Context: an optimization exercise on an open-source flow, tuned for small area, a short achievable clock period and few clock cycles per item. The choices shown serve that exercise and are no tape-out recipe. The RTL was checked by simulation tests, not by an equivalence proof against the original design. Power is estimated from default activity; no workload was simulated.

File: flow/run.sh
#!/bin/bash
# synth_recipe.tcl (not shown) runs the flow's synth.tcl, then flattens the netlist and writes it again
# the make line also repeats each setting of config.mk as NAME=value (left out here)
make -C /OpenROAD-flow-scripts/flow DESIGN_CONFIG=/design/flow/config.mk WORK_HOME=/design/flow/orfs CLKGATE_MAP_FILE= SYNTH_SCRIPT=/design/flow/synth_recipe.tcl finish
File: flow/config.mk
export PLATFORM = sky130hd
export DESIGN_NAME = raycast_floor_texel_mapper_unit
export DESIGN_NICKNAME = raycast_floor_texel_mapper_unit
export VERILOG_FILES = /design/flow/design.v
export SDC_FILE = /design/flow/constraint.sdc
export NUM_CORES = 4
export LEC_CHECK = 0
export CAP_MARGIN = 20
export CORE_MARGIN = 2
export CORE_UTILIZATION = 45
export PLACE_DENSITY = 0.6
export SLEW_MARGIN = 20
File: flow/constraint.sdc
create_clock -name core_clock -period 5.0 [get_ports {clock}]
set_input_delay 1.0000 -clock core_clock [delete_from_list [all_inputs] [get_ports {clock}]]
set_output_delay 1.0000 -clock core_clock [all_outputs]
set_load 0.01 [all_outputs]
File: flow/design.v
module rfm_csa #(
   parameter int N = 3,
   parameter int W = 8
) (
   input  logic [N-1:0][W-1:0] rows,
   output logic [W-1:0]        s,
   output logic [W-1:0]        c
);
   function automatic int rows_after(input int n0, input int lev);
      int n;
      n = n0;
      for (int i = 0; i < 16; i++)
         if (i < lev && n > 2)
            n = (n / 3) * 2 + n % 3;
      rows_after = n;
   endfunction
   function automatic int levels(input int n0);
      int n, l;
      n = n0;
      l = 0;
      for (int i = 0; i < 16; i++)
         if (n > 2) begin
            n = (n / 3) * 2 + n % 3;
            l = l + 1;
         end
      levels = l;
   endfunction
   localparam int L = levels(N);
   logic [L:0][N-1:0][W-1:0] t;
   assign t[0] = rows;
   for (genvar l = 0; l < L; l++) begin : g_lev
      localparam int NI = rows_after(N, l);
      localparam int NG = NI / 3;
      localparam int NO = rows_after(N, l + 1);
      for (genvar g = 0; g < NG; g++) begin : g_fa
         logic [W-1:0] a, b, d, m;
         assign a = t[l][3*g];
         assign b = t[l][3*g+1];
         assign d = t[l][3*g+2];
         assign m = (a & b) | (a & d) | (b & d);
         assign t[l+1][2*g]   = a ^ b ^ d;
         assign t[l+1][2*g+1] = {m[W-2:0], 1'b0};
      end
      for (genvar r = 3 * NG; r < NI; r++) begin : g_pass
         assign t[l+1][2*NG+r-3*NG] = t[l][r];
      end
      for (genvar r = NO; r < N; r++) begin : g_zero
         assign t[l+1][r] = '0;
      end
   end
   assign s = t[L][0];
   assign c = (N > 1) ? t[L][1] : '0;
endmodule
module raycast_floor_texel_mapper_unit (
   input  logic        clock,
   input  logic        reset,
   input  logic        req_valid,
   output logic        req_ready,
   input  logic        req_func,
   input  logic [9:0]  req_column,
   input  logic [9:0]  req_start_row,
   input  logic        req_side,
   input  logic [1:0]  req_dir_x_sign,
   input  logic [1:0]  req_dir_y_sign,
   input  logic [5:0]  req_map_x,
   input  logic [5:0]  req_map_y,
   input  logic [15:0] req_wall_frac,
   input  logic [23:0] req_wall_dist,
   output logic        rsp_valid,
   input  logic        rsp_ready,
   output logic [9:0]  rsp_out_column,
   output logic [9:0]  rsp_floor_row,
   output logic [10:0] rsp_sky_row,
   output logic [9:0]  rsp_tex_x,
   output logic [9:0]  rsp_tex_y,
   output logic        rsp_last,
   input  logic        csr_we,
   input  logic [2:0]  csr_index,
   input  logic [21:0] csr_wdata
);
   localparam int N1 = 27;    
   localparam int N2 = 18;    
   localparam logic [N1-1:0] CUT1 = 27'h7FFFFFA;
   localparam logic [N2-1:0] CUT2 = 18'h3FFFF;
   logic [10:0] screen_rows_ff;
   logic [21:0] cam_x_ff, cam_y_ff;
   logic [10:0] tex_width_ff, tex_height_ff;
   logic [10:0] h;
   logic [1:0][23:0] sl_dist;
   logic [1:0][22:0] sl_px, sl_py;
   logic [1:0][9:0]  sl_col, sl_y0;
   logic [1:0][9:0]  sl_row;      
   logic [1:0]       sl_fresh;    
   logic        live_ff, slot_ff;
   logic [10:0] y_ff;           
   logic        accept, setup_go, row_go, n_issue;
   logic [10:0] y, y_next;
   logic        row_ok;
   logic        blocked;
   logic        rp_active, rp_slot;
   logic [9:0]  rp_row;
   logic        rp_end;
   logic        arrive, out_free, drop_now, load;
   logic        iss_v, iss_tag;
   logic [10:0] iss_y;
   logic [11:0] d_val;
   logic        rsp_valid_ff;
   logic [9:0]  rsp_column_ff, rsp_row_ff, rsp_tx_ff, rsp_ty_ff;
   logic [10:0] rsp_sky_ff;
   logic        rsp_last_ff;
   assign h = (screen_rows_ff > 11'd1024) ? 11'd1024 : screen_rows_ff;
   always_ff @(posedge clock) begin
      if (reset) begin
         screen_rows_ff <= 11'd480;
         cam_x_ff       <= '0;
         cam_y_ff       <= '0;
         tex_width_ff   <= 11'd64;
         tex_height_ff  <= 11'd64;
      end else if (csr_we) begin
         case (csr_index)
            3'd0: screen_rows_ff <= csr_wdata[10:0];
            3'd1: cam_x_ff       <= csr_wdata;
            3'd2: cam_y_ff       <= csr_wdata;
            3'd3: tex_width_ff   <= csr_wdata[10:0];
            3'd4: tex_height_ff  <= csr_wdata[10:0];
            default: ;
         endcase
      end
   end
   assign req_ready = !rp_active && (req_func || !blocked);
   assign accept    = req_valid && req_ready && !reset;
   assign setup_go  = accept && (req_func == 1'b0);
   assign row_go    = accept && (req_func == 1'b1) && live_ff;
   assign y         = y_ff;
   assign y_next    = y_ff + 11'd1;
   assign row_ok    = y < h;
   assign n_issue   = row_go && row_ok;
   assign rp_end    = rp_row == (rp_slot ? sl_row[1] : sl_row[0]);
   assign iss_v     = rp_active || n_issue;
   assign iss_tag   = rp_active ? rp_slot : slot_ff;
   assign iss_y     = rp_active ? {1'b0, rp_row} : y;
   assign d_val     = {iss_y, 1'b0} - {1'b0, h};
   always_ff @(posedge clock) begin
      if (reset) begin
         live_ff   <= 1'b0;
         rp_active <= 1'b0;
      end else begin
         if (setup_go) begin
            slot_ff            <= !slot_ff;
            sl_row[!slot_ff]   <= req_start_row;
            y_ff               <= {1'b0, req_start_row} + 11'd1;
            sl_fresh[!slot_ff] <= 1'b1;
            live_ff            <= ({1'b0, req_start_row} + 11'd1) < h;
         end else if (row_go) begin
            if (!row_ok) begin
               live_ff <= 1'b0;
            end else begin
               sl_row[slot_ff]   <= y[9:0];
               y_ff              <= y_next;
               sl_fresh[slot_ff] <= 1'b0;
               if (y_next >= h)
                  live_ff <= 1'b0;
            end
         end
         if (drop_now) begin
            rp_active <= 1'b1;
            rp_slot   <= t1_tag;
            rp_row    <= out_y;
         end else if (rp_active) begin
            if (!rp_end) begin
               rp_row <= rp_row + 10'd1;
            end else if (rp_slot != slot_ff && !sl_fresh[slot_ff]) begin
               rp_slot <= slot_ff;
               rp_row  <= slot_ff ? sl_y0[1] : sl_y0[0];
            end else begin
               rp_active <= 1'b0;
            end
         end
      end
   end
   always_ff @(posedge clock) begin
      if (setup_go) begin
         sl_dist[!slot_ff]  <= req_wall_dist;
         sl_col[!slot_ff]   <= req_column;
         sl_y0[!slot_ff]    <= req_start_row + 10'd1;
         if (req_side == 1'b0 && req_dir_x_sign == 2'd1) begin
            sl_px[!slot_ff] <= {1'b0, req_map_x, 16'b0};
            sl_py[!slot_ff] <= {1'b0, req_map_y, req_wall_frac};
         end else if (req_side == 1'b0 && req_dir_x_sign == 2'd2) begin
            sl_px[!slot_ff] <= {{1'b0, req_map_x} + 7'd1, 16'b0};
            sl_py[!slot_ff] <= {1'b0, req_map_y, req_wall_frac};
         end else if (req_side == 1'b1 && req_dir_y_sign == 2'd1) begin
            sl_px[!slot_ff] <= {1'b0, req_map_x, req_wall_frac};
            sl_py[!slot_ff] <= {1'b0, req_map_y, 16'b0};
         end else begin
            sl_px[!slot_ff] <= {1'b0, req_map_x, req_wall_frac};
            sl_py[!slot_ff] <= {{1'b0, req_map_y} + 7'd1, 16'b0};
         end
      end
   end
   always_ff @(posedge clock) begin
      for (int s = 0; s < 2; s++) begin
      end
   end
   logic       i_v, i_tag;
   logic [9:0] i_d;
   always_ff @(posedge clock) begin
      if (reset || drop_now) begin
         i_v <= 1'b0;
      end else begin
         i_v <= iss_v;
      end
   end
   always_ff @(posedge clock) begin
      i_tag   <= iss_tag;
      i_d     <= (d_val[11] || d_val == '0) ? 10'd0 : d_val[9:0];
   end
   logic [N1:0]        a1_v, a1_tag;
   logic [N1:0][9:0]   a1_d, a1_r;
   logic [N1:0][26:0]  a1_q;
   logic [N1:0]        a1_b0, a1_b1;    
   logic [26:0]        num1;
   assign num1 = {h, 16'b0};
   assign a1_v[0]     = i_v;
   assign a1_tag[0]   = i_tag;
   assign a1_d[0]     = i_d;
   assign a1_r[0]     = '0;
   assign a1_q[0]     = '0;
   assign a1_b0[0]    = 1'b0;
   assign a1_b1[0]    = 1'b0;
   for (genvar k = 0; k < N1; k++) begin : g_div1
      localparam logic [9:0] MASK_IN  = (k >= 10) ? 10'h3FF : 10'((1 << k) - 1);
      localparam logic [9:0] MASK_OUT = (k >= 9)  ? 10'h3FF : 10'((1 << (k + 1)) - 1);
      logic [10:0] trial;
      logic [11:0] t1;
      logic [9:0]  r_n;
      logic        q_n;
      assign trial = {a1_r[k] & MASK_IN, num1[26-k]};
      assign t1    = {1'b0, trial} - {2'b00, a1_d[k]};
      assign q_n   = !t1[11];
      assign r_n   = q_n ? t1[9:0] : trial[9:0];
      if (CUT1[k]) begin : g_reg
         logic        v, tag;
         logic [9:0]  d, r;
         logic [27:0] q;
         always_ff @(posedge clock) begin
            if (reset || drop_now) begin
               v <= 1'b0;
            end else begin
               v <= a1_v[k];
            end
         end
         always_ff @(posedge clock) begin
            begin
               tag   <= a1_tag[k];
               d     <= a1_d[k];
               r     <= r_n & MASK_OUT;
               q     <= {a1_q[k][25:0], q_n};
            end
         end
         assign a1_v[k+1]     = v;
         assign a1_tag[k+1]   = tag;
         assign a1_d[k+1]     = d;
         assign a1_r[k+1]     = r;
         assign a1_q[k+1]     = q;
         assign a1_b0[k+1]    = a1_v[k] && !a1_tag[k];
         assign a1_b1[k+1]    = a1_v[k] && a1_tag[k];
      end else begin : g_wire
         assign a1_v[k+1]     = a1_v[k];
         assign a1_tag[k+1]   = a1_tag[k];
         assign a1_d[k+1]     = a1_d[k];
         assign a1_r[k+1]     = r_n & MASK_OUT;
         assign a1_q[k+1]     = {a1_q[k][25:0], q_n};
         assign a1_b0[k+1]    = 1'b0;
         assign a1_b1[k+1]    = 1'b0;
      end
   end
   logic [N2:0]        a2_v, a2_tag, a2_sat, a2_x;
   logic [N2:0][23:0]  a2_r;
   logic [N2:0][17:0]  a2_q;
   logic [N2:0]        a2_b0, a2_b1;
   logic [26:0]        dist1;
   logic [25:0]        sat_dif;
   assign dist1       = a1_q[N1];
   logic               sat1_ff;
   assign sat_dif     = {1'b0, a1_q[N1-1][25:1]} - {2'b00, a1_tag[N1-1] ? sl_dist[1] : sl_dist[0]};
   always_ff @(posedge clock)
      sat1_ff <= !sat_dif[25];
   assign a2_v[0]     = a1_v[N1];
   assign a2_tag[0]   = a1_tag[N1];
   assign a2_sat[0]   = sat1_ff;
   assign a2_r[0]     = dist1[25:2];
   assign a2_q[0]     = '0;
   assign a2_x[0]     = dist1[0];
   assign a2_b0[0]    = 1'b0;
   assign a2_b1[0]    = 1'b0;
   for (genvar k = 0; k < N2; k++) begin : g_div2
      logic [23:0] dv;
      logic [24:0] trial;
      logic [25:0] t1;
      logic [23:0] r_n;
      logic        q_n;
      assign dv    = a2_tag[k] ? sl_dist[1] : sl_dist[0];
      assign trial = {a2_r[k], (k == 0) ? dist1[1] : (k == 1) ? a2_x[k] : 1'b0};
      assign t1    = {1'b0, trial} - {2'b00, dv};
      assign q_n   = !t1[25];
      assign r_n   = q_n ? t1[23:0] : trial[23:0];
      if (CUT2[k]) begin : g_reg
         logic        v, tag, sat, x;
         logic [23:0] r;
         logic [17:0] q;
         always_ff @(posedge clock) begin
            if (reset || drop_now) begin
               v <= 1'b0;
            end else begin
               v <= a2_v[k];
            end
         end
         always_ff @(posedge clock) begin
            begin
               tag   <= a2_tag[k];
               sat   <= a2_sat[k];
               x     <= a2_x[k];
               r     <= r_n;
               q     <= {a2_q[k][16:0], a2_sat[k] || q_n};
            end
         end
         assign a2_v[k+1]     = v;
         assign a2_tag[k+1]   = tag;
         assign a2_sat[k+1]   = sat;
         assign a2_x[k+1]     = x;
         assign a2_r[k+1]     = r;
         assign a2_q[k+1]     = q;
         assign a2_b0[k+1]    = a2_v[k] && !a2_tag[k];
         assign a2_b1[k+1]    = a2_v[k] && a2_tag[k];
      end else begin : g_wire
         assign a2_v[k+1]     = a2_v[k];
         assign a2_tag[k+1]   = a2_tag[k];
         assign a2_sat[k+1]   = a2_sat[k];
         assign a2_x[k+1]     = a2_x[k];
         assign a2_r[k+1]     = r_n;
         assign a2_q[k+1]     = {a2_q[k][16:0], a2_sat[k] || q_n};
         assign a2_b0[k+1]    = 1'b0;
         assign a2_b1[k+1]    = 1'b0;
      end
   end
   logic [17:0]      w;
   logic [1:0][31:0] dm1, dm3;
   logic [1:0][21:0] csel;
   logic [1:0][31:0] l1_s_n, l1_c_n;
   logic [1:0][23:0] dpick;
   logic [1:0][25:0] dpick3;
   assign w         = a2_q[N2];
   logic [1:0][22:0] ppick;
   logic [1:0][23:0] dpre;
   assign ppick[0] = a2_tag[N2-2] ? sl_px[1] : sl_px[0];
   assign ppick[1] = a2_tag[N2-2] ? sl_py[1] : sl_py[0];
   always_ff @(posedge clock) begin
      for (int ax = 0; ax < 2; ax++) begin
         dpre[ax]   <= {1'b0, ppick[ax]} - {2'b00, csel[ax]};
         dpick[ax]  <= dpre[ax];
         dpick3[ax] <= {{2{dpre[ax][23]}}, dpre[ax]} + {dpre[ax][23], dpre[ax], 1'b0};
      end
   end
   assign dm1[0]    = {{8{dpick[0][23]}}, dpick[0]};
   assign dm1[1]    = {{8{dpick[1][23]}}, dpick[1]};
   assign dm3[0]    = {{6{dpick3[0][25]}}, dpick3[0]};
   assign dm3[1]    = {{6{dpick3[1][25]}}, dpick3[1]};
   assign csel[0]   = cam_x_ff;
   assign csel[1]   = cam_y_ff;
   logic [1:0][8:0][31:0] lrows;
   for (genvar ax = 0; ax < 2; ax++) begin : g_lerp
      for (genvar i = 0; i < 9; i++) begin : g_digit
         logic [31:0] mult;
         always_comb begin
            case (w[2*i+1 -: 2])
               2'd0:    mult = 32'd0;
               2'd1:    mult = dm1[ax];
               2'd2:    mult = {dm1[ax][30:0], 1'b0};
               default: mult = dm3[ax];
            endcase
         end
         assign lrows[ax][i] = mult << (2 * i);
      end
      rfm_csa #(.N(9), .W(32)) u_csa (
         .rows (lrows[ax]),
         .s    (l1_s_n[ax]),
         .c    (l1_c_n[ax])
      );
   end
   logic             l1_v, l1_tag;
   logic [1:0][31:0] l1_s, l1_c;
   always_ff @(posedge clock) begin
      if (reset || drop_now) begin
         l1_v <= 1'b0;
      end else begin
         l1_v <= a2_v[N2];
      end
   end
   always_ff @(posedge clock) begin
      begin
         l1_tag   <= a2_tag[N2];
         l1_s     <= l1_s_n;
         l1_c     <= l1_c_n;
      end
   end
   logic [1:0][31:0] l2_sum;
   assign l2_sum[0] = l1_s[0] + l1_c[0] + {cam_x_ff[15:0], 16'b0};
   assign l2_sum[1] = l1_s[1] + l1_c[1] + {cam_y_ff[15:0], 16'b0};
   logic             l2_v, l2_tag;
   logic [1:0][15:0] l2_f;
   always_ff @(posedge clock) begin
      if (reset || drop_now) begin
         l2_v <= 1'b0;
      end else begin
         l2_v <= l1_v;
      end
   end
   always_ff @(posedge clock) begin
      begin
         l2_tag   <= l1_tag;
         l2_f[0]  <= l2_sum[0][31:16];
         l2_f[1]  <= l2_sum[1][31:16];
      end
   end
   logic [1:0][10:0] ssel;
   logic [1:0][25:0] t1_s_n, t1_c_n;
   assign ssel[0] = tex_width_ff;
   assign ssel[1] = tex_height_ff;
   logic [1:0][10:0][25:0] trows;
   for (genvar ax = 0; ax < 2; ax++) begin : g_tex
      for (genvar j = 0; j < 11; j++) begin : g_row
         assign trows[ax][j] = ssel[ax][j] ? (26'(l2_f[ax]) << j) : 26'd0;
      end
      rfm_csa #(.N(11), .W(26)) u_csa (
         .rows (trows[ax]),
         .s    (t1_s_n[ax]),
         .c    (t1_c_n[ax])
      );
   end
   logic             t1_v, t1_tag;
   logic [1:0][25:0] t1_s, t1_c;
   always_ff @(posedge clock) begin
      if (reset || drop_now) begin
         t1_v <= 1'b0;
      end else begin
         t1_v <= l2_v;
      end
   end
   always_ff @(posedge clock) begin
      begin
         t1_tag   <= l2_tag;
         t1_s     <= t1_s_n;
         t1_c     <= t1_c_n;
      end
   end
   logic [1:0][25:0] t2_sum;
   assign t2_sum[0] = t1_s[0] + t1_c[0];
   assign t2_sum[1] = t1_s[1] + t1_c[1];
   logic busy0_ff, busy1_ff, busy0_n, busy1_n;
   assign busy0_n = (iss_v && !iss_tag) || (|a1_b0) || (|a2_b0)
                 || (a2_v[N2] && !a2_tag[N2]) || (l1_v && !l1_tag) || (l2_v && !l2_tag);
   assign busy1_n = (iss_v && iss_tag) || (|a1_b1) || (|a2_b1)
                 || (a2_v[N2] && a2_tag[N2]) || (l1_v && l1_tag) || (l2_v && l2_tag);
   always_ff @(posedge clock) begin
      if (reset || drop_now) begin
         busy0_ff <= 1'b0;
         busy1_ff <= 1'b0;
      end else begin
         busy0_ff <= busy0_n;
         busy1_ff <= busy1_n;
      end
   end
   assign blocked = slot_ff ? busy0_ff : busy1_ff;
   logic [9:0] out_y;
   logic       out_none, out_tag, t1_first;
   assign t1_first = out_none || (t1_tag != out_tag);
   assign out_y    = t1_first ? (t1_tag ? sl_y0[1] : sl_y0[0]) : rsp_row_ff + 10'd1;
   assign arrive   = t1_v;
   assign out_free = !rsp_valid_ff || rsp_ready;
   assign drop_now = arrive && !out_free;
   assign load     = arrive && out_free;
   always_ff @(posedge clock) begin
      if (reset) begin
         rsp_valid_ff <= 1'b0;
      end else if (load) begin
         rsp_valid_ff <= 1'b1;
      end else if (rsp_ready) begin
         rsp_valid_ff <= 1'b0;
      end
   end
   always_ff @(posedge clock) begin
      if (reset) begin
         out_none <= 1'b1;
      end else if (load) begin
         out_none <= 1'b0;
      end else if (setup_go && (slot_ff != out_tag)) begin
         out_none <= 1'b1;
      end
   end
   always_ff @(posedge clock) begin
      if (load) begin
         out_tag       <= t1_tag;
         rsp_column_ff <= t1_tag ? sl_col[1] : sl_col[0];
         rsp_row_ff    <= out_y;
         rsp_sky_ff    <= h - {1'b0, out_y};
         rsp_last_ff   <= ({1'b0, out_y} + 11'd1) >= h;
         rsp_tx_ff     <= t2_sum[0][25:16];
         rsp_ty_ff     <= t2_sum[1][25:16];
      end
   end
   assign rsp_valid      = rsp_valid_ff;
   assign rsp_out_column = rsp_column_ff;
   assign rsp_floor_row  = rsp_row_ff;
   assign rsp_sky_row    = rsp_sky_ff;
   assign rsp_tex_x      = rsp_tx_ff;
   assign rsp_tex_y      = rsp_ty_ff;
   assign rsp_last       = rsp_last_ff;
endmodule
==> impl_metrics.py, run 1 <==
metrics = {
    "clock_tree": {
        "post_cts_resize_count": 0,
        "path_clk_slew_ps": 60,
        "cts_tree": "done",
        "cts_post_setup_buffers_inserted": 0,
        "cts.sink_count": 2247,
        "cts-buffers-inserted": 237,
        "cts_buffer_depth": 4,
        "clk_lat_worst_skew_ps": 940,
        "number_of_h_tree_levels": 4,
        "cts_hold_buf": 0,
        "cts-root-buf": "sky130_fd_sc_hd__clkbuf_16",
    },
    "sta": {
        "tns_ps": 0,
        "final-setup-viol-count": 0,
        "period_needed_ps": 4540,
        "slew_violations": 0,
        "grt_setup_unrepaired": "no",
        "relSlewSlack_pct": 21.0,
        "actual_transition_at_the_worst_max_transition_pin_ps": 1160,
        "fmax_mhz": 220,
        "hold_viol": 0,
        "timing.final.crit_share_pct": 90.8,
        "clock-skew-final_ps": 103,
    },
    "routing": {
        "avgRoutedWirePerCell_um": 20.6,
        "num_vias": 90000,
        "drt_pass1_iterations": 9,
        "remaining_drc_errors": 0,
        "postRouteWirelength_um": 335000,
        "drt_iter0_drc": 5975,
        "detail_route.vias_per_cell": 5.52,
        "ant_nets": 0,
    },
    "die": {
        "starting_density_pct": 45.4,
        "core-area_um2": 280000,
        "die_w_um": 535,
        "rows": 194,
        "total_die_area_um2": 286000,
        "ios": 162,
        "die_span_y_um": 535,
    },
    "worst_setup_path": {
        "worst-endpoint-required_ps": 5860,
        "path_common_cell": "sky130_fd_sc_hd__o311a_1",
        "setup.worst_path.end_class": "register",
        "critical_path.max_fanout": 17,
        "crit_path_cell_trace": "buf_4 -> mux2i_1 -> ha_1 -> a21o_1 -> or3_1 -> o221ai_2 -> nor3_1 -> a2111oi_4 -> o2111ai_1 -> o311a_1 -> o21ai_0 -> o311a_1",
        "timing.critical_path.slowest_cell_delay_ps": 750,
        "worst-endpoint-arrival_ps": 5400,
        "critPathKind": "register to register",
        "critPathTopFamily": "compound AO/OA/AOI/OAI gates",
        "timing.critical_path.slowest_stage_cell": "sky130_fd_sc_hd__dfxtp_1",
        "timing.critical_path.buf_inv": 1,
        "crit_path_start_kind": "register",
    },
    "yosys": {
        "yosys_warnings": 1,
        "synth_async_sr_flop_share_pct": 0,
        "synth_nets": 14100,
        "synth_top_cell_by_area": "sky130_fd_sc_hd__dfxtp_1",
        "post_synth_main_area_contributors": "sky130_fd_sc_hd__dfxtp_1, sky130_fd_sc_hd__ha_1, sky130_fd_sc_hd__fa_1",
        "synth.cells.most_frequent": "sky130_fd_sc_hd__dfxtp_1, sky130_fd_sc_hd__inv_1, sky130_fd_sc_hd__ha_1",
        "syn-cell-area_um2": 127000,
        "ys_seq_area_share_pct": 37.6,
        "ys_seq_elements": 2247,
        "synth-main-ff-cell": "sky130_fd_sc_hd__dfxtp_1",
        "syn-mean-instance-area_um2": 10.3,
        "yosys.cell_types.count": 95,
        "synth.top_cell.area_share_pct": 31.1,
        "syn-instance-count": 12300,
        "most_frequent_cell_after_synthesis": "sky130_fd_sc_hd__dfxtp_1",
        "synth-edff-count": 278,
    },
    "global_route": {
        "globalRouteTotalUtil_pct": 23.0,
        "grt_pass1_vias": 90900,
        "gr-total-overflow": 0,
        "global_route_wire_length_before_repair_um": 523000,
        "largest_net_degree_at_the_start_of_global_routing": 93,
        "number_of_antenna_violations_at_the_first_check_in_global_routing": 10,
    },
    "place": {
        "placement.io_buffers": 161,
        "finalWeightedCongestion": 0.902,
        "post_dp_hpwl_um": 252000,
    },
    "cells_and_area": {
        "post_route_cells_drive_above_1_share_pct": 12.0,
        "area_taken_by_multi_input_logic_gates_um2": 73100,
        "finish.utilization_pct": 50.5,
        "finalNetCount": 14100,
        "final-seq-area_um2": 47800,
        "syn2layout_area_growth_pct": 11.3,
        "fillerInstances": 25000,
    },
    "worst_hold_path": {
        "timing.hold.worst.class": "register to register",
    },
    "power": {
        "total_leakage_power_nw": 61.6,
        "ir_drop_mv": 0.734,
        "power_per_cell_area_nw_per_um2": 761,
    },
    "status": {
        "status": "finished clean",
    },
    "flow_run": {
        "timing.max_cap.violations": 0,
    },
}
[cells by family (layout without fill, tap and decap cells)]
logic type | Yosys count | after routing | share of synthesized area, %
other | 0 | 4 | 0
and+or+nand+nor | 2444 | 2444 | 9.17
xor gates and xnor gates | 633 | 633 | 4.37
buffers and inverters | 1603 | 1838 | 4.83
DFF | 2247 | 2247 | 37.6
AOI/OAI and AO/OA | 2466 | 2466 | 12.9
adders and majority gates | 1621 | 1621 | 19.7
muxes | 1331 | 1331 | 11.4
[layout make-up]
type	count	share of cell area [%]
Sequential cell	2247	33.8
Antenna cell	4	0.00709
Clock buffer	307	4.70
Clock inverter	132	1.29
Multi-Input combinational cell	8495	51.8
Timing Repair Buffer	364	2.35
Inverter	1035	2.75
Tap cell	3724	3.30
[metrics by stage]
step                      total power [W]  instance area [um^2]  std cells  setup slack [ps]  hold slack (ps)
after global routing                0.118                141000      16300               240              247
final                               0.107                141000      16300               462              236
after floorplan                    0.0733                127000      12300               165              310
after global placement             0.0874                133000      15900               382              310
after CTS                           0.108                141000      16300               493              231
after detailed placement           0.0888                133000      15900               373              312
[path summary, 6_finish.rpt]
kind                          startpoint                      to  slack [ps]  cells after the start
setup reg to reg     g_div2[3].g_reg.tag   g_div2[4].g_reg.r[23]         460                     12
hold reg to reg   g_div1[20].g_reg.q[14]  g_div1[21].g_reg.q[15]         240                      0
setup / recovery     g_div2[3].g_reg.tag   g_div2[4].g_reg.r[23]         460                     12
hold / removal    g_div1[20].g_reg.q[14]  g_div1[21].g_reg.q[15]         240                      0
[routing by layer]
layer / vias up / share of wire, % / global-route usage (%)
met5: - / 0.016 / 0
met4: 8 / 3.3 / 7.55
met3: 665 / 6.3 / 3.62
met2: 2654 / 46 / 37.7
met1: 43900 / 45 / 30.9
li1: 42800 / - / -
[worst register-to-register path, stage by stage, from the launching register on]
cell                        delay [ps]
sky130_fd_sc_hd__dfxtp_1           750
sky130_fd_sc_hd__buf_4             430
sky130_fd_sc_hd__mux2i_1           240
sky130_fd_sc_hd__ha_1              320
sky130_fd_sc_hd__a21o_1            220
sky130_fd_sc_hd__or3_1             360
sky130_fd_sc_hd__o221ai_2          290
sky130_fd_sc_hd__nor3_1            140
sky130_fd_sc_hd__a2111oi_4         360
sky130_fd_sc_hd__o2111ai_1         210
sky130_fd_sc_hd__o311a_1           370
sky130_fd_sc_hd__o21ai_0           490
sky130_fd_sc_hd__o311a_1           290
[registers in the layout, summed over array words and instances, names as in the netlist, 25 cells and up, named ones only]
signal	flops
dist1	26
dpick	45
dpick3	51
dpre	48
g_div1.g_reg.d	240
g_div1.g_reg.q	347
g_div1.g_reg.r	211
g_div1.g_reg.tag	25
g_div1.g_reg.v	25
g_div2.g_reg.q	171
g_div2.g_reg.r	408
l1_c	52
l1_s	52
l2_f	32
sl_px	46
sl_py	46
t1_c	40
t1_s	40
[layout by cell type (no fill, tap or decap), drive strengths merged, types with 52 or more instances in the layout]
master | netlist | routed
dfxtp | 1969 | 1969
inv | 1035 | 1063
ha | 998 | 998
mux2 | 811 | 811
nand2 | 797 | 797
fa | 622 | 622
nor2 | 589 | 589
a21oi | 577 | 577
o21ai | 533 | 533
mux2i | 520 | 520
xnor2 | 413 | 413
and2 | 313 | 313
clkbuf | 422 | 307
a21o | 302 | 302
edfxtp | 278 | 278
a22o | 275 | 275
xor2 | 220 | 220
buf | 146 | 204
clkdlybuf4s50 | 0 | 160
nor2b | 152 | 152
nor3 | 144 | 144
a22oi | 143 | 143
o21a | 136 | 136
nand3 | 108 | 108
nand2b | 106 | 106
a21boi | 73 | 73
clkinv | 0 | 59
nand4 | 55 | 55
a211oi | 52 | 52
[where the power goes]
group | switching (W) | internal (W)
Clock | 0.00778 | 0.0110
Combinational | 0.0317 | 0.0276
Sequential | 0.00422 | 0.0251
Total | 0.0437 | 0.0637
Testbench counts, summed over its fixed seeds: cycles 19,039, items 18,465.
==> run 2: changes to the inputs <==
--- a/flow/config.mk
+++ b/flow/config.mk
@@ -9,4 +9,7 @@
 export CORE_MARGIN = 2
 export CORE_UTILIZATION = 45
+export CTS_BUF_LIST = sky130_fd_sc_hd__clkbuf_16
+export CTS_CLUSTER_DIAMETER = 70
+export CTS_CLUSTER_SIZE = 22
 export PLACE_DENSITY = 0.6
 export SLEW_MARGIN = 20
==> impl_metrics.py, run 2 <==
metrics = {
    "worst_setup_path": {
        "path_common_cell": "sky130_fd_sc_hd__o311a_1",
        "timing.critical_path.slowest_stage_cell": "sky130_fd_sc_hd__dfxtp_1",
        "timing.critical_path.slowest_cell_delay_ps": 750,
        "setup.worst_path.end_class": "register",
        "crit_path_start_kind": "register",
        "register_to_register_setup_slack_ps": 480,
        "critPathKind": "register to register",
        "crit_path_cell_trace": "buf_4 -> mux2i_1 -> ha_1 -> a21o_1 -> or3_1 -> o221ai_2 -> nor3_1 -> a2111oi_4 -> o2111ai_1 -> o311a_1 -> o21ai_0 -> o311a_1",
        "critical_path.max_fanout": 17,
        "critPathTopFamily": "compound AO/OA/AOI/OAI gates",
        "worst-endpoint-arrival_ps": 5330,
        "worstRegToRegCells": 12,
        "worst-endpoint-required_ps": 5810,
        "worst_r2r_src": "g_div2[3].g_reg.tag",
        "worst_r2r_endpoint": "g_div2[4].g_reg.r[23]",
        "timing.critical_path.buf_inv": 1,
    },
    "yosys": {
        "ys_seq_elements": 2247,
        "synth_nets": 14100,
        "ys_seq_area_share_pct": 37.6,
        "synth_top_cell_by_area": "sky130_fd_sc_hd__dfxtp_1",
        "synth-edff-count": 278,
        "syn-cell-area_um2": 127000,
        "synth-main-ff-cell": "sky130_fd_sc_hd__dfxtp_1",
        "syn-mean-instance-area_um2": 10.3,
        "syn-instance-count": 12300,
        "synth.cells.most_frequent": "sky130_fd_sc_hd__dfxtp_1, sky130_fd_sc_hd__inv_1, sky130_fd_sc_hd__ha_1",
        "synth.top_cell.area_share_pct": 31.1,
        "most_frequent_cell_after_synthesis": "sky130_fd_sc_hd__dfxtp_1",
        "yosys_warnings": 1,
        "post_synth_main_area_contributors": "sky130_fd_sc_hd__dfxtp_1, sky130_fd_sc_hd__ha_1, sky130_fd_sc_hd__fa_1",
        "yosys.cell_types.count": 95,
        "synth_async_sr_flop_share_pct": 0,
    },
    "global_route": {
        "grt_use_met2_pct": 37.3,
        "grtUsageMet3_pct": 3.41,
        "gr-total-overflow": 0,
        "largest_net_degree_at_the_start_of_global_routing": 93,
        "grt.busiest_layer": "met2",
        "grt_util_met1_pct": 30.8,
        "grt_pass1_vias": 90000,
        "global_route_wire_length_before_repair_um": 519000,
        "number_of_antenna_violations_at_the_first_check_in_global_routing": 7,
        "globalRouteTotalUtil_pct": 22.8,
    },
    "sta": {
        "timing.final.crit_share_pct": 90.5,
        "hold_viol": 0,
        "clock-skew-final_ps": 90.2,
        "slew_violations": 0,
        "relSlewSlack_pct": 22.3,
        "grt_setup_unrepaired": "no",
        "final-setup-viol-count": 0,
        "actual_transition_at_the_worst_max_transition_pin_ps": 1140,
        "tns_ps": 0,
        "period_needed_ps": 4520,
        "fmax_mhz": 221,
    },
    "die": {
        "total_die_area_um2": 286000,
        "ios": 162,
        "rows": 194,
        "die_w_um": 535,
        "core-area_um2": 280000,
        "starting_density_pct": 45.4,
        "die_span_y_um": 535,
    },
    "worst_hold_path": {
        "timing.hold.worst.class": "register to register",
        "hold_end": "g_div1[21].g_reg.q[20]",
        "min_path_cells": 0,
        "hp-start": "g_div1[20].g_reg.q[19]",
    },
    "cells_and_area": {
        "syn2layout_area_growth_pct": 8.77,
        "largest_register_ffs": 408,
        "layout.cells.most_common": "sky130_fd_sc_hd__dfxtp_1",
        "layout.cells.most_common_list": "sky130_fd_sc_hd__dfxtp_1, sky130_fd_sc_hd__inv_1, sky130_fd_sc_hd__ha_1",
        "largest_register": "g_div2.g_reg.r",
        "finalNetCount": 14000,
        "post_route_cells_drive_above_1_share_pct": 10.9,
    },
    "routing": {
        "drt_iter0_drc": 5920,
        "avgRoutedWirePerCell_um": 20.6,
        "detail_route.vias_per_cell": 5.54,
        "postRouteWirelength_um": 333000,
        "num_vias": 89400,
        "ant_nets": 0,
        "remaining_drc_errors": 0,
        "drt_pass1_iterations": 6,
    },
    "clock_tree": {
        "cts_tree": "done",
        "number_of_h_tree_levels": 4,
        "cts_buffer_depth": 4,
        "cts-root-buf": "sky130_fd_sc_hd__clkbuf_16",
        "clk_lat_worst_skew_ps": 900,
        "post_cts_resize_count": 0,
        "cts.sink_count": 2247,
        "cts_post_setup_buffers_inserted": 0,
        "path_clk_slew_ps": 90,
        "cts-buffers-inserted": 161,
        "cts_hold_buf": 0,
    },
    "power": {
        "power_per_cell_area_nw_per_um2": 740,
        "ir_drop_mv": 0.732,
        "totalPowerFinal_w": 0.102,
        "total_leakage_power_nw": 60.1,
    },
    "status": {
        "status": "finished clean",
    },
    "place": {
        "post_dp_hpwl_um": 252000,
        "finalWeightedCongestion": 0.902,
        "placement.io_buffers": 161,
    },
    "flow_run": {
        "timing.max_cap.violations": 0,
    },
}
[run 2: cell counts after synthesis]
Identical to the previous run, type by type.
[run 2: per-stage QoR]
step           setup WS (ps)  hold WS, ps  utilization [%]  instances  cell area (um^2)
3_5_place_dp             373          312             47.4      15900            133000
5_1_grt                  243          312             49.3      16100            138000
3_3_place_gp             382          310             47.4      15900            133000
4_1_cts                  489          291             49.3      16100            138000
6_report                 476          287             49.3      16100            138000
2_1_floorplan            165          310                -      12300            127000
[run 2: worst max path at each step]
stage	cells past startpoint	to	start
after CTS	12	g_div2[4].g_reg.r[14]	g_div2[3].g_reg.tag
after global placement	15	live_ff	req_start_row[0]
after detailed placement	14	live_ff	req_start_row[0]
after global routing	12	g_div2[4].g_reg.r[10]	g_div2[3].g_reg.tag
final	12	g_div2[4].g_reg.r[23]	g_div2[3].g_reg.tag
after floorplan	9	register	req_func
[run 2: final cells by class]
class	count	area, um^2
antenna	4	10.0
tap	3724	4660
clock inverter	106	1180
timing repair buffer	364	3320
clock buffer	164	4100
sequential	2247	47800
inverter	1035	3890
multi-input combinational	8495	73100
fill	25300	142000
[run 2: cells by family after synthesis]
logic type,count (synthesis),share of synthesized area (%)
compound gates,2466,12.9
simple gates,2444,9.17
xor+xnor,633,4.37
fa+ha+maj,1621,19.7
buf+inv,1603,4.83
flops,2247,37.6
mux,1331,11.4
[run 2: per-layer routing]
layer | wire, um | share of wire, % | vias to the layer above
met3 | 19300 | 5.8 | 609
li1 | - | - | 42500
met2 | 152000 | 46 | 2484
met1 | 150000 | 45 | 43800
met5 | 14 | 0.0042 | -
met4 | 11600 | 3.5 | 2
[run 2: power breakdown]
group,total [W],internal [W],switching (W)
Combinational,0.0592,0.0276,0.0316
Sequential,0.0293,0.0251,0.00422
Clock,0.0136,0.00669,0.00693
Total,0.102,0.0593,0.0428
==> run 3: changes to the inputs <==
--- a/flow/design.v
+++ b/flow/design.v
@@ -145,4 +145,5 @@
          live_ff   <= 1'b0;
          rp_active <= 1'b0;
+         slot_ff   <= 1'b0;
       end else begin
          if (setup_go) begin
@@ -199,8 +200,4 @@
       end
    end
-   always_ff @(posedge clock) begin
-      for (int s = 0; s < 2; s++) begin
-      end
-   end
    logic       i_v, i_tag;
    logic [9:0] i_d;
==> impl_metrics.py, run 3 <==
metrics = {
    "die": {
        "total_die_area_um2": 287000,
        "rows": 195,
        "starting_density_pct": 45.2,
        "core-area_um2": 282000,
        "ios": 162,
        "die_w_um": 536,
        "die_span_y_um": 536,
    },
    "clock_tree": {
        "cts-buffers-inserted": 162,
        "cts_buffer_depth": 4,
        "cts_post_setup_buffers_inserted": 0,
        "cts-root-buf": "sky130_fd_sc_hd__clkbuf_16",
        "cts_tree": "done",
        "cts.sink_count": 2247,
        "clk_lat_worst_skew_ps": 890,
        "path_clk_slew_ps": 80,
        "number_of_h_tree_levels": 4,
    },
    "yosys": {
        "syn-cell-area_um2": 127000,
        "synth_nets": 14000,
        "synth.cells.most_frequent": "sky130_fd_sc_hd__dfxtp_1, sky130_fd_sc_hd__inv_1, sky130_fd_sc_hd__ha_1",
        "yosys_warnings": 1,
        "ys_seq_elements": 2247,
        "post_synth_main_area_contributors": "sky130_fd_sc_hd__dfxtp_1, sky130_fd_sc_hd__ha_1, sky130_fd_sc_hd__fa_1",
        "synth-edff-count": 277,
        "synth.top_cell.area_share_pct": 31.0,
        "synth-main-ff-cell": "sky130_fd_sc_hd__dfxtp_1",
        "synth_top_cell_by_area": "sky130_fd_sc_hd__dfxtp_1",
        "syn-instance-count": 12300,
        "syn-mean-instance-area_um2": 10.4,
        "yosys.cell_types.count": 92,
        "ys_seq_area_share_pct": 37.5,
        "most_frequent_cell_after_synthesis": "sky130_fd_sc_hd__dfxtp_1",
        "synth_async_sr_flop_share_pct": 0,
    },
    "routing": {
        "ant_nets": 0,
        "detail_route.vias_per_cell": 5.50,
        "drt_pass1_iterations": 5,
        "num_vias": 88600,
        "avgRoutedWirePerCell_um": 20.7,
        "postRouteWirelength_um": 334000,
        "remaining_drc_errors": 0,
        "drt_iter0_drc": 6001,
    },
    "sta": {
        "period_needed_ps": 4540,
        "tns_ps": 0,
        "timing.final.crit_share_pct": 90.8,
        "hold_viol": 0,
        "relSlewSlack_pct": 17.6,
        "final-setup-viol-count": 0,
        "actual_transition_at_the_worst_max_transition_pin_ps": 1230,
        "fmax_mhz": 220,
        "setup_slack_of_the_critical_path_after_layout_ps": 460,
        "clock-skew-final_ps": 81.4,
        "slew_violations": 0,
        "grt_setup_unrepaired": "no",
    },
    "cells_and_area": {
        "fillerInstances": 25400,
        "largest_register": "g_div2.g_reg.r",
        "finalNetCount": 14000,
        "layout.cells.most_common_list": "sky130_fd_sc_hd__dfxtp_1, sky130_fd_sc_hd__inv_1, sky130_fd_sc_hd__ha_1",
        "largest_register_ffs": 408,
        "post_route_cells_drive_above_1_share_pct": 12.1,
        "layout.cells.most_common": "sky130_fd_sc_hd__dfxtp_1",
        "syn2layout_area_growth_pct": 9.07,
        "stdcell_area_um2": 139000,
    },
    "worst_setup_path": {
        "crit_path_start_kind": "register",
        "setup.worst_path.end_class": "register",
        "worst-endpoint-required_ps": 5730,
        "timing.critical_path.slowest_stage_cell": "sky130_fd_sc_hd__dfxtp_4",
        "register_to_register_setup_slack_ps": 460,
        "critical_path.max_fanout": 24,
        "worst_r2r_src": "g_div2[15].g_reg.tag",
        "critPathKind": "register to register",
        "worst-endpoint-arrival_ps": 5270,
        "worstRegToRegCells": 12,
        "crit_path_cell_trace": "mux2i_1 -> ha_1 -> and3_1 -> a221o_1 -> a21oi_1 -> o22ai_1 -> o41ai_2 -> o211ai_1 -> a211oi_1 -> o31a_1 -> buf_4 -> mux2_2",
        "worst_r2r_endpoint": "g_div2[16].g_reg.r[8]",
        "timing.critical_path.slowest_cell_delay_ps": 690,
    },
    "place": {
        "placement.io_buffers": 161,
        "finalWeightedCongestion": 0.917,
        "post_dp_hpwl_um": 252000,
        "dp_worst_setup_slack_ps": 317,
        "detailed_place.area_um2": 133000,
    },
    "global_route": {
        "largest_net_degree_at_the_start_of_global_routing": 91,
        "gr-total-overflow": 0,
        "grt_pass1_vias": 90400,
        "global_route_wire_length_before_repair_um": 520000,
        "number_of_antenna_violations_at_the_first_check_in_global_routing": 14,
        "globalRouteTotalUtil_pct": 22.9,
    },
    "worst_hold_path": {
        "hp-start": "g_div2[11].g_reg.q[6]",
        "min_path_cells": 0,
        "timing.hold.worst.class": "register to register",
        "hold_end": "g_div2[12].g_reg.q[7]",
    },
    "power": {
        "ir_drop_mv": 0.720,
        "power_per_cell_area_nw_per_um2": 742,
        "total_leakage_power_nw": 58.7,
    },
    "status": {
        "status": "finished clean",
    },
    "flow_run": {
        "timing.max_cap.violations": 0,
    },
}
## run 3: metrics by stage
step | hold slack, ps | instances | power (W) | util [%]
global route | 309 | 16100 | 0.113 | 49.3
finish | 293 | 16100 | 0.103 | 49.3
global placement | 311 | 15800 | 0.0878 | 47.3
CTS | 294 | 16100 | 0.104 | 49.3
detailed placement | 312 | 15800 | 0.0894 | 47.3
floorplan | 310 | 12300 | 0.0741 | -
## run 3: kinds of logic (layout without fill, tap and decap cells)
group	Yosys count	after routing	share of synthesized area [%]
AO/OA/AOI/OAI	2277	2277	12.0
other	0	11	0
AND/OR/NAND/NOR	2482	2482	9.47
adder cells (fa/ha/maj)	1621	1621	19.6
buffers and inverters	1559	1672	4.68
multiplexers	1463	1463	12.6
XOR/XNOR	602	602	4.14
flip-flops	2247	2247	37.5
## run 3: metal layers
metal | track usage, % | part of all wire [%]
met1 | 29.4 | 43
met2 | 38.2 | 47
met3 | 4.40 | 6.3
met4 | 8.24 | 3.8
met5 | 0.466 | 0.078
## run 3: layout make-up
class | count | area [um^2] | share of cell area [%]
multi-input cells | 8445 | 73700 | 53.1
flip-flops and latches | 2247 | 47800 | 34.4
well taps | 3743 | 4680 | 3.37
clock buffers | 166 | 4150 | 2.99
inverters | 1014 | 3810 | 2.74
repair buffers | 382 | 3400 | 2.45
clock inverters | 110 | 1300 | 0.937
diodes | 11 | 27.5 | 0.0198
## run 3: timing repair
action	4_1_cts	5_1_grt
hold buffers	0	0
setup endpoints to repair	0	17
resized for setup	0	2
## run 3: worst max path at each step
| stage | slack, ps | end | start | depth (start not counted) |
|---|---|---|---|---|
| floorplan | 5 | register | req_func | 7 |
| global placement | 470 | g_div2[4].g_reg.r[14] | g_div2[3].g_reg.tag | 13 |
| detailed placement | 320 | g_div2[4].g_reg.r[14] | g_div2[3].g_reg.tag | 13 |
| CTS | 280 | g_div2[4].g_reg.r[14] | g_div2[3].g_reg.tag | 13 |
| global route | 110 | g_div2[16].g_reg.r[11] | g_div2[15].g_reg.tag | 12 |
| finish | 460 | g_div2[16].g_reg.r[8] | g_div2[15].g_reg.tag | 12 |
## run 3: critical path: cells and delay by family (launching register included)
kind | cells | cell delay, ps
flops | 1 | 690
fa+ha+maj | 1 | 330
mux | 2 | 760
buf+inv | 1 | 340
simple gates | 1 | 230
compound gates | 7 | 2060
## run 3: report_power, final
part	internal, W	switching, W
combinational	0.0282	0.0314
clock	0.00676	0.00712
sequential	0.0251	0.00450
total	0.0601	0.0430
Testbench counts of run 3, summed over its fixed seeds: cycles 19,039, items 18,465.
==> run 4: changes to the inputs <==
--- a/flow/design.v
+++ b/flow/design.v
@@ -79,7 +79,7 @@
    input  logic [21:0] csr_wdata
 );
-   localparam int N1 = 27;    
+   localparam int N1 = 14;    
    localparam int N2 = 18;    
-   localparam logic [N1-1:0] CUT1 = 27'h7FFFFFA;
+   localparam logic [N1-1:0] CUT1 = 14'h3FFF;
    localparam logic [N2-1:0] CUT2 = 18'h3FFFF;
    logic [10:0] screen_rows_ff;
@@ -145,5 +145,4 @@
          live_ff   <= 1'b0;
          rp_active <= 1'b0;
-         slot_ff   <= 1'b0;
       end else begin
          if (setup_go) begin
@@ -200,4 +199,8 @@
       end
    end
+   always_ff @(posedge clock) begin
+      for (int s = 0; s < 2; s++) begin
+      end
+   end
    logic       i_v, i_tag;
    logic [9:0] i_d;
@@ -215,8 +218,8 @@
    logic [N1:0]        a1_v, a1_tag;
    logic [N1:0][9:0]   a1_d, a1_r;
-   logic [N1:0][26:0]  a1_q;
+   logic [N1:0][27:0]  a1_q;
    logic [N1:0]        a1_b0, a1_b1;    
-   logic [26:0]        num1;
-   assign num1 = {h, 16'b0};
+   logic [27:0]        num1;
+   assign num1 = {1'b0, h, 16'b0};
    assign a1_v[0]     = i_v;
    assign a1_tag[0]   = i_tag;
@@ -227,14 +230,29 @@
    assign a1_b1[0]    = 1'b0;
    for (genvar k = 0; k < N1; k++) begin : g_div1
-      localparam logic [9:0] MASK_IN  = (k >= 10) ? 10'h3FF : 10'((1 << k) - 1);
-      localparam logic [9:0] MASK_OUT = (k >= 9)  ? 10'h3FF : 10'((1 << (k + 1)) - 1);
-      logic [10:0] trial;
-      logic [11:0] t1;
+      localparam logic [9:0] MASK_IN  = (k >= 5) ? 10'h3FF : 10'((1 << (2 * k)) - 1);
+      localparam logic [9:0] MASK_OUT = (k >= 4) ? 10'h3FF : 10'((1 << (2 * k + 2)) - 1);
+      logic [11:0] trial;
+      logic [12:0] t1, t2, t3;
       logic [9:0]  r_n;
-      logic        q_n;
-      assign trial = {a1_r[k] & MASK_IN, num1[26-k]};
-      assign t1    = {1'b0, trial} - {2'b00, a1_d[k]};
-      assign q_n   = !t1[11];
-      assign r_n   = q_n ? t1[9:0] : trial[9:0];
+      logic [1:0]  q_n;
+      assign trial = {a1_r[k] & MASK_IN, num1[27-2*k -: 2]};
+      assign t1    = {1'b0, trial} - {3'b000, a1_d[k]};
+      assign t2    = {1'b0, trial} - {2'b00, a1_d[k], 1'b0};
+      assign t3    = {1'b0, trial} - {3'b000, a1_d[k]} - {2'b00, a1_d[k], 1'b0};
+      always_comb begin
+         if (!t3[12]) begin
+            q_n = 2'd3;
+            r_n = t3[9:0];
+         end else if (!t2[12]) begin
+            q_n = 2'd2;
+            r_n = t2[9:0];
+         end else if (!t1[12]) begin
+            q_n = 2'd1;
+            r_n = t1[9:0];
+         end else begin
+            q_n = 2'd0;
+            r_n = trial[9:0];
+         end
+      end
       if (CUT1[k]) begin : g_reg
          logic        v, tag;
@@ -277,14 +295,11 @@
    logic [N2:0][17:0]  a2_q;
    logic [N2:0]        a2_b0, a2_b1;
-   logic [26:0]        dist1;
+   logic [27:0]        dist1;
    logic [25:0]        sat_dif;
    assign dist1       = a1_q[N1];
-   logic               sat1_ff;
-   assign sat_dif     = {1'b0, a1_q[N1-1][25:1]} - {2'b00, a1_tag[N1-1] ? sl_dist[1] : sl_dist[0]};
-   always_ff @(posedge clock)
-      sat1_ff <= !sat_dif[25];
+   assign sat_dif     = {1'b0, dist1[26:2]} - {2'b00, a1_tag[N1] ? sl_dist[1] : sl_dist[0]};
    assign a2_v[0]     = a1_v[N1];
    assign a2_tag[0]   = a1_tag[N1];
-   assign a2_sat[0]   = sat1_ff;
+   assign a2_sat[0]   = !sat_dif[25];
    assign a2_r[0]     = dist1[25:2];
    assign a2_q[0]     = '0;
--- a/flow/config.mk
+++ b/flow/config.mk
@@ -9,7 +9,4 @@
 export CORE_MARGIN = 2
 export CORE_UTILIZATION = 45
-export CTS_BUF_LIST = sky130_fd_sc_hd__clkbuf_16
-export CTS_CLUSTER_DIAMETER = 70
-export CTS_CLUSTER_SIZE = 22
 export PLACE_DENSITY = 0.6
 export SLEW_MARGIN = 20
==> impl_metrics.py, run 4 <==
metrics = {
    "global_route": {
        "grt_pass1_vias": 93800,
        "number_of_antenna_violations_at_the_first_check_in_global_routing": 19,
        "gr-total-overflow": 0,
        "global_route_wire_length_before_repair_um": 560000,
        "largest_net_degree_at_the_start_of_global_routing": 114,
        "globalRouteTotalUtil_pct": 25.7,
    },
    "clock_tree": {
        "cts.sink_count": 1836,
        "cts-root-buf": "sky130_fd_sc_hd__clkbuf_16",
        "path_clk_slew_ps": 60,
        "cts_tree": "done",
        "number_of_h_tree_levels": 4,
        "cts_post_setup_buffers_inserted": 0,
        "cts_hold_buf": 0,
        "cts_buffer_depth": 4,
        "post_cts_resize_count": 0,
        "clk_lat_worst_skew_ps": 890,
        "cts-buffers-inserted": 210,
    },
    "cells_and_area": {
        "post_route_cells_drive_above_1_share_pct": 12.1,
        "finalNonFillerCells": 16400,
        "layout.cells.most_common": "sky130_fd_sc_hd__dfxtp_1",
        "largest_register": "g_div2.g_reg.r",
        "finish.utilization_pct": 50.3,
        "largest_register_ffs": 408,
        "layout.cells.most_common_list": "sky130_fd_sc_hd__dfxtp_1, sky130_fd_sc_hd__ha_1, sky130_fd_sc_hd__inv_1",
        "finalNetCount": 14500,
        "syn2layout_area_growth_pct": 11.1,
    },
    "yosys": {
        "syn-instance-count": 12500,
        "synth-edff-count": 278,
        "syn-cell-area_um2": 124000,
        "synth.cells.most_frequent": "sky130_fd_sc_hd__dfxtp_1, sky130_fd_sc_hd__ha_1, sky130_fd_sc_hd__inv_1",
        "ys_seq_elements": 1836,
        "most_frequent_cell_after_synthesis": "sky130_fd_sc_hd__dfxtp_1",
        "synth_nets": 14400,
        "yosys.cell_types.count": 87,
        "post_synth_main_area_contributors": "sky130_fd_sc_hd__dfxtp_1, sky130_fd_sc_hd__ha_1, sky130_fd_sc_hd__fa_1",
        "yosys_warnings": 1,
        "synth_top_cell_by_area": "sky130_fd_sc_hd__dfxtp_1",
        "synth_async_sr_flop_share_pct": 0,
        "syn-mean-instance-area_um2": 9.88,
        "synth.top_cell.area_share_pct": 25.2,
        "synth-main-ff-cell": "sky130_fd_sc_hd__dfxtp_1",
        "ys_seq_area_share_pct": 31.9,
    },
    "sta": {
        "period_needed_ps": 4670,
        "grt_setup_unrepaired": "no",
        "holdWs_ps": 296,
        "slew_violations": 0,
        "actual_transition_at_the_worst_max_transition_pin_ps": 1210,
        "setup_slack_of_the_critical_path_after_layout_ps": 335,
        "final-setup-viol-count": 0,
        "fmax_mhz": 214,
        "tns_ps": 0,
        "clock-skew-final_ps": 51.1,
        "relSlewSlack_pct": 18.8,
        "hold_viol": 0,
        "timing.final.crit_share_pct": 93.3,
    },
    "worst_setup_path": {
        "setup.worst_path.end_class": "register",
        "worst-endpoint-required_ps": 5770,
        "critical_path.max_fanout": 15,
        "critPathKind": "register to register",
        "crit_path_start_kind": "register",
        "worst-endpoint-arrival_ps": 5440,
    },
    "routing": {
        "avgRoutedWirePerCell_um": 22.5,
        "num_vias": 93700,
        "ant_nets": 0,
        "drt_pass1_iterations": 6,
        "detail_route.vias_per_cell": 5.72,
        "drt_iter0_drc": 7008,
        "remaining_drc_errors": 0,
        "postRouteWirelength_um": 369000,
    },
    "place": {
        "finalWeightedCongestion": 0.926,
        "dp_worst_setup_slack_ps": 421,
        "placement.io_buffers": 161,
        "placed_cells": 16000,
        "post_dp_hpwl_um": 274000,
    },
    "power": {
        "ir_drop_mv": 0.889,
        "power_per_cell_area_nw_per_um2": 815,
        "share_seq_of_total_power_pct": 22.7,
        "power.combinational.fraction_pct": 62.5,
        "total_leakage_power_nw": 60.0,
        "sw_share_pct": 43.7,
        "internal_pwr_total_w": 0.0632,
        "net-switching-power_w": 0.0491,
        "share_clk_of_total_power_pct": 14.8,
    },
    "die": {
        "rows": 192,
        "starting_density_pct": 45.2,
        "total_die_area_um2": 280000,
        "die_span_y_um": 529,
        "core-area_um2": 274000,
        "ios": 162,
        "die_w_um": 529,
    },
    "worst_hold_path": {
        "timing.hold.worst.class": "register to register",
    },
    "flow_run": {
        "timing.max_cap.violations": 0,
    },
    "status": {
        "status": "finished clean",
    },
}
## run 4: layer usage
layer / track usage (%) / up-vias / share of wire (%)
li1: - / 44200 / -
met4: 8.67 / 4 / 3.5
met1: 34.5 / 45800 / 44
met2: 41.5 / 3047 / 45
met3: 4.57 / 687 / 7.4
met5: 0 / - / 0.0081
## run 4: worst max-delay path, stage by stage, from the launching register on
cell                        delay [ps]
sky130_fd_sc_hd__dfxtp_1           340
sky130_fd_sc_hd__inv_1              80
sky130_fd_sc_hd__ha_1              320
sky130_fd_sc_hd__or3b_2            490
sky130_fd_sc_hd__a2111oi_0         590
sky130_fd_sc_hd__o21ai_0           230
sky130_fd_sc_hd__nand2b_1          120
sky130_fd_sc_hd__a21oi_1            80
sky130_fd_sc_hd__xnor2_1           230
sky130_fd_sc_hd__ha_1              310
sky130_fd_sc_hd__and3_1            180
sky130_fd_sc_hd__a21oi_1           100
sky130_fd_sc_hd__o21ai_0           140
sky130_fd_sc_hd__o21a_1            240
sky130_fd_sc_hd__nor2_1            680
sky130_fd_sc_hd__mux2_2            410
## run 4: cell families (layout without fill, tap and decap cells)
kind of cell             after synthesis  in the layout  synth area share, %
AO/OA/AOI/OAI                       2780           2780                 14.8
AND/OR/NAND/NOR                     2527           2527                 9.76
flip-flops                          1836           1836                 31.9
adder cells (fa/ha/maj)             1768           1768                 21.6
buffers and inverters               1514           1769                 4.66
multiplexers                        1327           1327                 11.6
XOR/XNOR                             788            788                 5.57
other                                  0             11                    0
## run 4: path summary, 6_finish.rpt
check | startpoint | endpoint | slack [ps] | cells after the start
max | g_div1[8].g_reg.d[2] | g_div1[9].g_reg.r[2] | 330 | 15
min | g_div2[14].g_reg.q[9] | g_div2[15].g_reg.q[10] | 300 | 0
max reg2reg | g_div1[8].g_reg.d[2] | g_div1[9].g_reg.r[2] | 330 | 15
min reg2reg | g_div2[14].g_reg.q[9] | g_div2[15].g_reg.q[10] | 300 | 0
## run 4: stage by stage
step | total power, W | cell area, um^2
6_report | 0.112 | 138000
4_1_cts | 0.112 | 138000
3_3_place_gp | 0.0935 | 130000
3_5_place_dp | 0.0952 | 130000
5_1_grt | 0.123 | 138000
2_1_floorplan | 0.0770 | 124000
## run 4: layout make-up
type                       count  area [um^2]
clock inverter               116         1490
clock buffer                 272         5970
tap                         3589         4490
multi-input combinational   9190        78700
fill                       24800       136000
inverter                     938         3520
sequential                  1836        39600
antenna                       11         27.5
timing repair buffer         443         3900
## run 4: power groups by stage
stage | Clock [W] | Combinational, W | Sequential (W)
after floorplan | 0 | 0.0540 | 0.0230
after global placement | 0 | 0.0678 | 0.0257
after detailed placement | 0 | 0.0695 | 0.0257
after CTS | 0.0169 | 0.0701 | 0.0254
after global routing | 0.0175 | 0.0795 | 0.0259
final | 0.0166 | 0.0702 | 0.0255
Testbench counts of run 4, summed over its fixed seeds: cycles 18,918, items 18,465.
==> run 5: changes to the inputs <==
--- a/flow/design.v
+++ b/flow/design.v
@@ -145,4 +145,5 @@
          live_ff   <= 1'b0;
          rp_active <= 1'b0;
+         slot_ff   <= 1'b0;
       end else begin
          if (setup_go) begin
@@ -199,8 +200,4 @@
       end
    end
-   always_ff @(posedge clock) begin
-      for (int s = 0; s < 2; s++) begin
-      end
-   end
    logic       i_v, i_tag;
    logic [9:0] i_d;
@@ -298,8 +295,11 @@
    logic [25:0]        sat_dif;
    assign dist1       = a1_q[N1];
-   assign sat_dif     = {1'b0, dist1[26:2]} - {2'b00, a1_tag[N1] ? sl_dist[1] : sl_dist[0]};
+   logic               sat1_ff;
+   assign sat_dif     = {1'b0, a1_q[N1-1][24:0]} - {2'b00, a1_tag[N1-1] ? sl_dist[1] : sl_dist[0]};
+   always_ff @(posedge clock)
+      sat1_ff <= !sat_dif[25];
    assign a2_v[0]     = a1_v[N1];
    assign a2_tag[0]   = a1_tag[N1];
-   assign a2_sat[0]   = !sat_dif[25];
+   assign a2_sat[0]   = sat1_ff;
    assign a2_r[0]     = dist1[25:2];
    assign a2_q[0]     = '0;
--- a/flow/config.mk
+++ b/flow/config.mk
@@ -9,4 +9,7 @@
 export CORE_MARGIN = 2
 export CORE_UTILIZATION = 45
+export CTS_BUF_LIST = sky130_fd_sc_hd__clkbuf_16
+export CTS_CLUSTER_DIAMETER = 70
+export CTS_CLUSTER_SIZE = 22
 export PLACE_DENSITY = 0.6
 export SLEW_MARGIN = 20
==> impl_metrics.py, run 5 <==
metrics = {
    "worst_setup_path": {
        "setup.worst_path.end_class": "register",
        "critical_path.max_fanout": 14,
        "worst_r2r_endpoint": "g_div2[1].g_reg.r[1]",
        "crit_path_start_kind": "register",
        "worst-endpoint-required_ps": 5800,
        "critPathKind": "register to register",
        "worst-endpoint-arrival_ps": 5390,
        "register_to_register_setup_slack_ps": 410,
        "worstRegToRegCells": 13,
    },
    "worst_hold_path": {
        "hp-start": "a1_q[280]",
        "min_path_cells": 0,
        "timing.hold.worst.class": "register to register",
        "hold_end": "a1_q[310]",
    },
    "yosys": {
        "synth.top_cell.area_share_pct": 25.2,
        "syn-instance-count": 12800,
        "syn-mean-instance-area_um2": 9.67,
        "most_frequent_cell_after_synthesis": "sky130_fd_sc_hd__dfxtp_1",
        "synth_async_sr_flop_share_pct": 0,
        "synth-edff-count": 277,
        "synth.cells.most_frequent": "sky130_fd_sc_hd__dfxtp_1, sky130_fd_sc_hd__ha_1, sky130_fd_sc_hd__inv_1",
        "ys_seq_elements": 1836,
        "synth_top_cell_by_area": "sky130_fd_sc_hd__dfxtp_1",
        "syn-cell-area_um2": 124000,
        "synth-main-ff-cell": "sky130_fd_sc_hd__dfxtp_1",
        "post_synth_main_area_contributors": "sky130_fd_sc_hd__dfxtp_1, sky130_fd_sc_hd__ha_1, sky130_fd_sc_hd__fa_1",
        "yosys_warnings": 1,
        "yosys.cell_types.count": 103,
        "ys_seq_area_share_pct": 31.9,
        "synth_nets": 14700,
    },
    "place": {
        "post_dp_hpwl_um": 268000,
        "placement.io_buffers": 161,
        "finalWeightedCongestion": 0.914,
        "placed_cells": 16200,
        "detailed_place.area_um2": 130000,
    },
    "global_route": {
        "number_of_antenna_violations_at_the_first_check_in_global_routing": 13,
        "grt_pass1_vias": 94300,
        "globalRouteTotalUtil_pct": 24.8,
        "gr-total-overflow": 0,
        "largest_net_degree_at_the_start_of_global_routing": 121,
        "global_route_wire_length_before_repair_um": 548000,
    },
    "status": {
        "status": "finished clean",
    },
    "die": {
        "ios": 162,
        "starting_density_pct": 45.2,
        "core-area_um2": 274000,
        "die_w_um": 528,
        "die_span_y_um": 528,
        "total_die_area_um2": 279000,
        "rows": 192,
    },
    "power": {
        "share_clk_of_total_power_pct": 11.6,
        "power.combinational.fraction_pct": 64.6,
        "total_leakage_power_nw": 56.9,
        "sw_share_pct": 45.6,
        "ir_drop_mv": 0.824,
        "internal_pwr_total_w": 0.0587,
        "share_seq_of_total_power_pct": 23.7,
        "net-switching-power_w": 0.0492,
        "power_per_cell_area_nw_per_um2": 801,
        "totalPowerFinal_w": 0.108,
    },
    "sta": {
        "actual_transition_at_the_worst_max_transition_pin_ps": 1090,
        "timing.final.crit_share_pct": 91.8,
        "clock-skew-final_ps": 63.9,
        "grt_setup_unrepaired": "no",
        "fmax_mhz": 218,
        "final-setup-viol-count": 0,
        "slew_violations": 0,
        "tns_ps": 0,
        "period_needed_ps": 4590,
        "hold_viol": 0,
        "relSlewSlack_pct": 27.4,
    },
    "flow_run": {
        "timing.max_cap.violations": 0,
    },
    "cells_and_area": {
        "finish.utilization_pct": 49.3,
        "syn2layout_area_growth_pct": 8.95,
        "post_route_cells_drive_above_1_share_pct": 9.87,
        "finalNonFillerCells": 16500,
        "layout.cells.most_common_list": "sky130_fd_sc_hd__dfxtp_1, sky130_fd_sc_hd__ha_1, sky130_fd_sc_hd__inv_1",
        "finalNetCount": 14600,
        "layout.cells.most_common": "sky130_fd_sc_hd__dfxtp_1",
        "stdcell_area_um2": 135000,
        "largest_register": "g_div2.g_reg.r",
        "largest_register_ffs": 408,
    },
    "routing": {
        "drt_iter0_drc": 6588,
        "remaining_drc_errors": 0,
        "drt_pass1_iterations": 9,
        "postRouteWirelength_um": 355000,
        "avgRoutedWirePerCell_um": 21.5,
        "detail_route.vias_per_cell": 5.69,
        "num_vias": 93800,
        "ant_nets": 0,
    },
    "clock_tree": {
        "cts_tree": "done",
        "cts-buffers-inserted": 150,
        "clk_lat_worst_skew_ps": 870,
        "number_of_h_tree_levels": 4,
        "path_clk_slew_ps": 80,
        "cts_buffer_depth": 4,
        "cts_hold_buf": 0,
        "cts.sink_count": 1836,
        "cts-root-buf": "sky130_fd_sc_hd__clkbuf_16",
    },
}
[run 5: changes by cell type after synthesis, moves of 32 or more]
cell,before,now
sky130_fd_sc_hd__o21ai_0,479,654
sky130_fd_sc_hd__nand2_1,768,900
sky130_fd_sc_hd__mux2_2,733,633
sky130_fd_sc_hd__xnor2_1,548,464
sky130_fd_sc_hd__a21o_1,294,231
sky130_fd_sc_hd__nand2b_1,119,178
sky130_fd_sc_hd__inv_1,937,995
sky130_fd_sc_hd__nor3_1,127,169
sky130_fd_sc_hd__a211oi_1,101,61
sky130_fd_sc_hd__mux2_4,38,1
sky130_fd_sc_hd__nor2_1,640,675
sky130_fd_sc_hd__nor2b_1,133,165
[run 5: cell families after synthesis]
family	count (synthesis)	synth area share (%)
fa+ha+maj	1770	21.7
simple gates	2782	10.7
buf+inv	1590	4.97
flops	1836	31.9
xor+xnor	732	5.19
compound gates	2898	15.2
mux	1182	10.2
[run 5: what timing repair did]
item	in CTS	in global routing
setup buffers	0	3
setup endpoints to repair	0	4
resized for setup	0	1
endpoints found under the hold margin	0	0
[run 5: final cells by class]
cell class,instances,area [um^2]
Sequential cell,1836,39600
Multi-Input combinational cell,9364,78200
Clock buffer,154,3850
Timing Repair Buffer,420,3750
Clock inverter,110,1190
Inverter,995,3740
Fill cell,25100,139000
Antenna cell,8,20.0
Tap cell,3589,4490
[run 5: worst max path at each step]
stage / from / end / slack [ps] / depth (start not counted)
2_1_floorplan: req_func / register / 10 / 8
3_3_place_gp: screen_rows_ff[10] / g_div1[4].g_reg.r[3] / 200 / 20
3_5_place_dp: screen_rows_ff[10] / g_div1[4].g_reg.r[3] / 310 / 20
4_1_cts: screen_rows_ff[10] / g_div1[4].g_reg.r[3] / 240 / 20
5_1_grt: g_div1[9].g_reg.d[2] / g_div1[10].g_reg.r[8] / 30 / 18
6_report: register / g_div2[1].g_reg.r[1] / 410 / 13
[run 5: power by group through the flow]
stage               clock (W)  sequential, W  combinational [W]
floorplan                   0         0.0231             0.0535
global placement            0         0.0258             0.0681
detailed placement          0         0.0259             0.0695
CTS                    0.0129         0.0256             0.0701
global route           0.0134         0.0261             0.0795
finish                 0.0126         0.0256             0.0697
[run 5: through the flow]
step,hold WS (ps),setup slack [ps]
5_1_grt,326,34.0
3_5_place_dp,312,312
4_1_cts,323,240
2_1_floorplan,310,13.0
3_3_place_gp,310,205
6_report,316,411
[run 5: worst max-delay path, stage by stage, from the launching register on]
cell	delay, ps
sky130_fd_sc_hd__edfxtp_1	1030
sky130_fd_sc_hd__mux2_2	310
sky130_fd_sc_hd__ha_1	180
sky130_fd_sc_hd__nor2b_1	60
sky130_fd_sc_hd__o21a_1	170
sky130_fd_sc_hd__o21ai_0	380
sky130_fd_sc_hd__a211oi_1	210
sky130_fd_sc_hd__o21a_1	280
sky130_fd_sc_hd__a221oi_2	370
sky130_fd_sc_hd__o31ai_1	150
sky130_fd_sc_hd__or4_4	460
sky130_fd_sc_hd__a31oi_4	450
sky130_fd_sc_hd__buf_4	260
sky130_fd_sc_hd__mux2i_1	190
[run 5: routing by layer]
layer	up-vias	global-route usage [%]	part of all wire [%]
li1	44500	-	-
met1	45800	33.8	45
met2	2741	40.2	45
met3	662	3.06	5.8
met4	2	9.46	4.0
met5	-	0	0.0045
Testbench counts of run 5, summed over its fixed seeds: cycles 18,918, items 18,465.

separate check: timing with driven ports:
The results above use ideal ports. As a check the final layouts listed here were re-extracted and re-timed, cells and wires unchanged.
Step 1: set_driving_cell puts a clkbuf_16 on clock and a buf_2 on each other input, an assumption about the parent block.
Step 2, shift: input delay + t, output delay - t, t = (earliest + latest rising clock arrival at the registers) / 2. This alone moves slack from input paths to output paths.
Slacks: ideal / step 1 / step 2; pairs: ideal / step 1.
| run | shift t [ns] | setup slack, ns | slew at the worst register clock pin (ns) | pins driven straight from the clock port |
|---|---|---|---|---|
| run 1 | 0.996 | 0.462 / 0.462 / 0.156 | 0.07 / 0.07 | 1 |
| run 2 | 0.957 | 0.476 / 0.476 / 0.112 | 0.09 / 0.09 | 1 |
| run 3 | 0.949 | 0.460 / 0.460 / 0.460 | 0.09 / 0.09 | 1 |
| run 4 | 0.966 | 0.335 / 0.335 / 0.335 | 0.07 / 0.07 | 1 |
| run 5 | 0.936 | 0.411 / 0.411 / 0.411 | 0.09 / 0.09 | 1 |
After both steps every run listed still meets setup and hold. For run 2, which loses most, drivers alone change the setup slack by 0.000 ns; drivers and shift together by -0.364 ns.
